Source: an optimization exercise on an open RTL-to-GDS flow (aim: small area). Production flows keep margins and buffers that such runs may drop.
In this exercise RTL edits were held to simulation tests only and were not proved equivalent to the original.

== 11-12 ==
==> flow/design.v <==
package reg_file_pkg;
    localparam int DATA_W_DEF = 32;
    localparam int ADDR_W_DEF = 5;
    localparam int ZERO_ADDR  = 0;
    function automatic integer lo(input integer idx, input integer w);
        lo = idx * w;
    endfunction
endpackage
module reg_file_wr_select
#(
    parameter int ADDR_W = reg_file_pkg::ADDR_W_DEF
) (
    input  logic [1:0]        wr_en_i,
    input  logic [2*ADDR_W-1:0] wr_addr_i,
    input  logic [ADDR_W-1:0] addr_i,
    output logic              s1_o,
    output logic              s0_o,
    output logic              sh_o
);
    logic h0, h1, s1_n, s0_n, sh_n;
    assign h0   = wr_en_i[0] && wr_addr_i[0 +: ADDR_W] == addr_i;
    assign h1   = wr_en_i[1] && wr_addr_i[ADDR_W +: ADDR_W] == addr_i;
    assign s1_n = !h1;
    assign s0_n = !h0 || h1;
    assign sh_n = h0 || h1;
    reg_file_inv u_s1 (.A(s1_n), .Y(s1_o));
    reg_file_inv u_s0 (.A(s0_n), .Y(s0_o));
    reg_file_inv u_sh (.A(sh_n), .Y(sh_o));
endmodule
module reg_file_aoi3 (
    input  logic A1, A2, B1, B2, C1, C2,
    output logic Y
);
    assign Y = ~((A1 && A2) || (B1 && B2) || (C1 && C2));
endmodule
module reg_file_inv (
    input  logic A,
    output logic Y
);
    assign Y = !A;
endmodule
module reg_file_mp
#(
    parameter int DATA_W   = reg_file_pkg::DATA_W_DEF,
    parameter int ADDR_W   = reg_file_pkg::ADDR_W_DEF,
    parameter int NUM_RD   = 2,
    parameter int NUM_WR   = 2,
    parameter int ZERO_REG = 1,
    parameter int BYPASS   = 1
) (
    input  logic                     clk,
    input  logic                     reset,
    input  logic [NUM_RD-1:0]        rd_en,
    input  logic [NUM_RD*ADDR_W-1:0] rd_addr,
    output logic [NUM_RD*DATA_W-1:0] rd_data,
    output logic [NUM_RD-1:0]        rd_busy,
    input  logic [NUM_WR-1:0]        wr_en,
    input  logic [NUM_WR*ADDR_W-1:0] wr_addr,
    input  logic [NUM_WR*DATA_W-1:0] wr_data,
    input  logic                     res_en,
    input  logic [ADDR_W-1:0]        res_addr,
    output logic [2**ADDR_W-1:0]     busy_vec
);
    localparam int DEPTH = 2**ADDR_W;
    logic [DEPTH-1:1][DATA_W-1:0] mem_q;       
    logic [DEPTH-1:1][DATA_W-1:0] mem_d;       
    logic [DEPTH-1:1]             valid_q, valid_d;
    logic [DEPTH-1:1]             busy_q, busy_d;
    logic [DEPTH-1:0]             busy_all_d;        
    logic                         par_q;
    logic [DEPTH-1:1]             s1, s0, sh;
    logic [DATA_W-1:0]            a0, a1;
    logic [NUM_RD*DATA_W-1:0]     rd_data_q, rd_data_d;
    logic [NUM_RD-1:0]            rd_busy_q, rd_busy_d;
    logic par0_n, par1_n;
    reg_file_inv u_par0 (.A(par_q), .Y(par0_n));
    reg_file_inv u_par1 (.A(par_q), .Y(par1_n));
    for (genvar b = 0; b < DATA_W; b++) begin : g_wd
        logic a0_n, a1_n;
        assign a0_n = wr_data[b] ^ par0_n;
        assign a1_n = wr_data[DATA_W + b] ^ par1_n;
        reg_file_inv u_a0 (.A(a0_n), .Y(a0[b]));
        reg_file_inv u_a1 (.A(a1_n), .Y(a1[b]));
    end
    for (genvar a = 1; a < DEPTH; a++) begin : g_addr
        reg_file_wr_select #(.ADDR_W(ADDR_W)) u_sel (
            .wr_en_i  (wr_en),
            .wr_addr_i(wr_addr),
            .addr_i   (ADDR_W'(a)),
            .s1_o     (s1[a]),
            .s0_o     (s0[a]),
            .sh_o     (sh[a])
        );
        for (genvar b = 0; b < DATA_W; b++) begin : g_bit
            reg_file_aoi3 u_nx (
                .A1(s1[a]), .A2(a1[b]), .B1(s0[a]), .B2(a0[b]), .C1(sh[a]), .C2(mem_q[a][b]),
                .Y (mem_d[a][b])
            );
        end
        assign valid_d[a] = valid_q[a] || !sh[a];
        assign busy_d[a]  = (res_en && res_addr == ADDR_W'(a)) || (sh[a] && busy_q[a]);
    end
    assign busy_all_d = {busy_d, 1'b0};
    for (genvar i = 0; i < NUM_RD; i++) begin : g_rd
        logic [ADDR_W-1:0] ra;
        logic              x;
        logic [DEPTH-1:1]  msel;
        logic [DATA_W-1:0] m;
        logic              hold, hold_n;
        assign ra = rd_addr[i*ADDR_W +: ADDR_W];
        assign hold_n = rd_en[i];
        reg_file_inv u_hold (.A(hold_n), .Y(hold));
        logic [3:0] lo;
        logic [7:0] hi;
        for (genvar j = 0; j < 4; j++) begin : g_lo
            assign lo[j] = ra[1:0] == 2'(j);
        end
        for (genvar j = 0; j < 8; j++) begin : g_hi
            assign hi[j] = rd_en[i] && ra[4:2] == 3'(j);
        end
        for (genvar a = 1; a < DEPTH; a++) begin : g_sel
            logic msel_n;
            assign msel_n = !(lo[a % 4] && hi[a / 4] && valid_d[a]);
            reg_file_inv u_ms (.A(msel_n), .Y(msel[a]));
        end
        for (genvar b = 0; b < DATA_W; b++) begin : g_bit
            logic [10:0] y;
            for (genvar k = 0; k < 10; k++) begin : g_t
                reg_file_aoi3 u_t (
                    .A1(msel[3*k+1]), .A2(mem_d[3*k+1][b]),
                    .B1(msel[3*k+2]), .B2(mem_d[3*k+2][b]),
                    .C1(msel[3*k+3]), .C2(mem_d[3*k+3][b]),
                    .Y (y[k])
                );
            end
            assign y[10] = !((msel[31] && mem_d[31][b]) || (hold && rd_data_q[i*DATA_W + b]));
            assign m[b] = !(&y);
        end
        logic x_n;
        assign x_n = par_q || !(|msel);
        reg_file_inv u_x (.A(x_n), .Y(x));
        assign rd_data_d[i*DATA_W +: DATA_W] = m ^ {DATA_W{x}};
        assign rd_busy_d[i] = rd_en[i] ? busy_all_d[ra] : rd_busy_q[i];
    end
    always_ff @(posedge clk)
        mem_q <= mem_d;
    always_ff @(posedge clk or posedge reset)
        if (reset) begin
            valid_q   <= '0;
            busy_q    <= '0;
            par_q     <= 1'b0;
            rd_data_q <= '0;
            rd_busy_q <= '0;
        end else begin
            valid_q   <= valid_d;
            busy_q    <= busy_d;
            par_q     <= !par_q;
            rd_data_q <= rd_data_d;
            rd_busy_q <= rd_busy_d;
        end
    assign rd_data  = rd_data_q;
    assign rd_busy  = rd_busy_q;
    assign busy_vec = {busy_q, 1'b0};
endmodule
export LEC_CHECK = 0
export CAP_MARGIN = 20
export CORE_MARGIN = 2
export CORE_UTILIZATION = 50
export GPL_TIMING_DRIVEN = 0
export SLEW_MARGIN = 20
create_clock -name core_clock -period 8.0 [get_ports {clk}]
standard.sh (not shown) runs the stock make flow with config.mk's settings and CLKGATE_MAP_FILE= SYNTH_SCRIPT=/design/flow/synth_recipe.tcl, a recipe that flattens the netlist after the stock synthesis.
==> flow/flow/run.sh <==
#!/bin/bash
# Layout flow: the standard flow (standard.sh) with these changes:
#  - synthesis (flow/synth.tcl): ABC maps with an area-oriented script
#    (flow/abc_area.script) instead of ORFS's delay-oriented one, and the RTL's
#    reg_file_aoi3 / reg_file_inv instances are mapped to the a222oi / inv cells;
#    every other synthesis step is the standard flow's own;
#  - floorplan skips ORFS's pre-placement setup repair (it sizes cells up against
#    wire-load-model delays that placement does not bear out);
#  - port buffers use the smallest buffer cell;
#  - clock tree synthesis adds no dummy loads and builds the tree from clkbuf_8 cells,
#    each driving a cluster of up to 15 registers;
#  - up to 10 rounds of antenna repair after detailed routing (5 in ORFS);
#  - global routing derates met1 more (flow/fastroute.tcl), leaving it for pin access.
set -euo pipefail
HERE=$PWD
export FLOW_ABC_SCRIPT=$HERE/flow/abc_area.script
export FLOW_SYNTH_TCL=$HERE/synth_recipe.tcl
bash standard.sh SYNTH_SCRIPT=$HERE/flow/synth.tcl synth > $HERE/synth.log 2>&1
bash standard.sh \
  "BUFFER_PORTS_ARGS=-buffer_cell sky130_fd_sc_hd__buf_1" \
  MAX_REPAIR_ANTENNAS_ITER_DRT=10 \
  REMOVE_ABC_BUFFERS=1 \
  FASTROUTE_TCL=$HERE/flow/fastroute.tcl \
  "CTS_ARGS=-sink_clustering_enable -repair_clock_nets -dont_use_dummy_load -buf_list {sky130_fd_sc_hd__clkbuf_8} -sink_clustering_size 15 -sink_clustering_max_diameter 80" \
  > $HERE/layout.log 2>&1
Other scripts of this flow, unchanged in this note and not shown: flow/flow/abc_area.script, flow/flow/fastroute.tcl, flow/flow/synth.tcl
## Diff of input files: 07-03 against 11-12
diff --git a/flow/design.v b/flow/design.v
--- a/flow/design.v
+++ b/flow/design.v
@@ -71,15 +71,12 @@
     logic [DEPTH-1:1]             s1, s0, sh;
     logic [DATA_W-1:0]            a0, a1;
     logic [NUM_RD*DATA_W-1:0]     rd_data_q, rd_data_d;
     logic [NUM_RD-1:0]            rd_busy_q, rd_busy_d;
-    logic par0_n, par1_n;
-    reg_file_inv u_par0 (.A(par_q), .Y(par0_n));
-    reg_file_inv u_par1 (.A(par_q), .Y(par1_n));
     for (genvar b = 0; b < DATA_W; b++) begin : g_wd
         logic a0_n, a1_n;
-        assign a0_n = wr_data[b] ^ par0_n;
-        assign a1_n = wr_data[DATA_W + b] ^ par1_n;
+        assign a0_n = wr_data[b] ~^ par_q;
+        assign a1_n = wr_data[DATA_W + b] ~^ par_q;
         reg_file_inv u_a0 (.A(a0_n), .Y(a0[b]));
         reg_file_inv u_a1 (.A(a1_n), .Y(a1[b]));
     end
     for (genvar a = 1; a < DEPTH; a++) begin : g_addr
@@ -135,11 +132,9 @@
             end
             assign y[10] = !((msel[31] && mem_d[31][b]) || (hold && rd_data_q[i*DATA_W + b]));
             assign m[b] = !(&y);
         end
-        logic x_n;
-        assign x_n = par_q || !(|msel);
-        reg_file_inv u_x (.A(x_n), .Y(x));
+        assign x = !par_q && |msel;
         assign rd_data_d[i*DATA_W +: DATA_W] = m ^ {DATA_W{x}};
         assign rd_busy_d[i] = rd_en[i] ? busy_all_d[ra] : rd_busy_q[i];
     end
     always_ff @(posedge clk)
[summary]
- In the flow results for 11-12 and 07-03, the worst setup slack is larger on 11-12.
- Per the comparison of 07-03 with 11-12, global-route usage shows a reduction of 2.2 points, initial antenna violation count went down, clock latency reported for the late side of the worst-skew pair picked up an extra 0.03 ns, endpoint arrival time on the critical path higher, non-clock buffer count saw an increase.
- Going from 11-12 to 07-03, synthesized cell count neither gained nor lost much; via count lost 530.

## what the ideal ports hide
How much do the figures lean on ideal ports? The routed layouts below were timed once more, with nothing changed but the port constraints. Step 1 (the two cells are an assumption about what drives the block):
set clk [get_ports {clk}]
set_driving_cell -lib_cell sky130_fd_sc_hd__clkbuf_16 $clk
set_driving_cell -lib_cell sky130_fd_sc_hd__buf_2 [delete_from_list [all_inputs] $clk]
Step 2, shift: input delay + t, output delay - t, t = (earliest + latest rising clock arrival at the registers) / 2. This alone moves slack from input paths to output paths. Three values: ideal, step 1, step 2; two values: the first two.
| run | shift t [ns] | setup WS [ns] | slew at the worst register clock pin (ns) | cell pins on the clock port's net |
|---|---|---|---|---|
| 11-12 | 0.850 | 1.590 / 1.554 / 0.704 | 0.11 / 0.11 | 1 |
| 07-03 | 0.860 | 1.423 / 1.464 / 0.604 | 0.11 / 0.11 | 1 |
After both steps every run listed still meets setup and hold. For 11-12, which loses most, drivers alone change the setup slack by -0.036 ns; drivers and shift together by -0.886 ns.
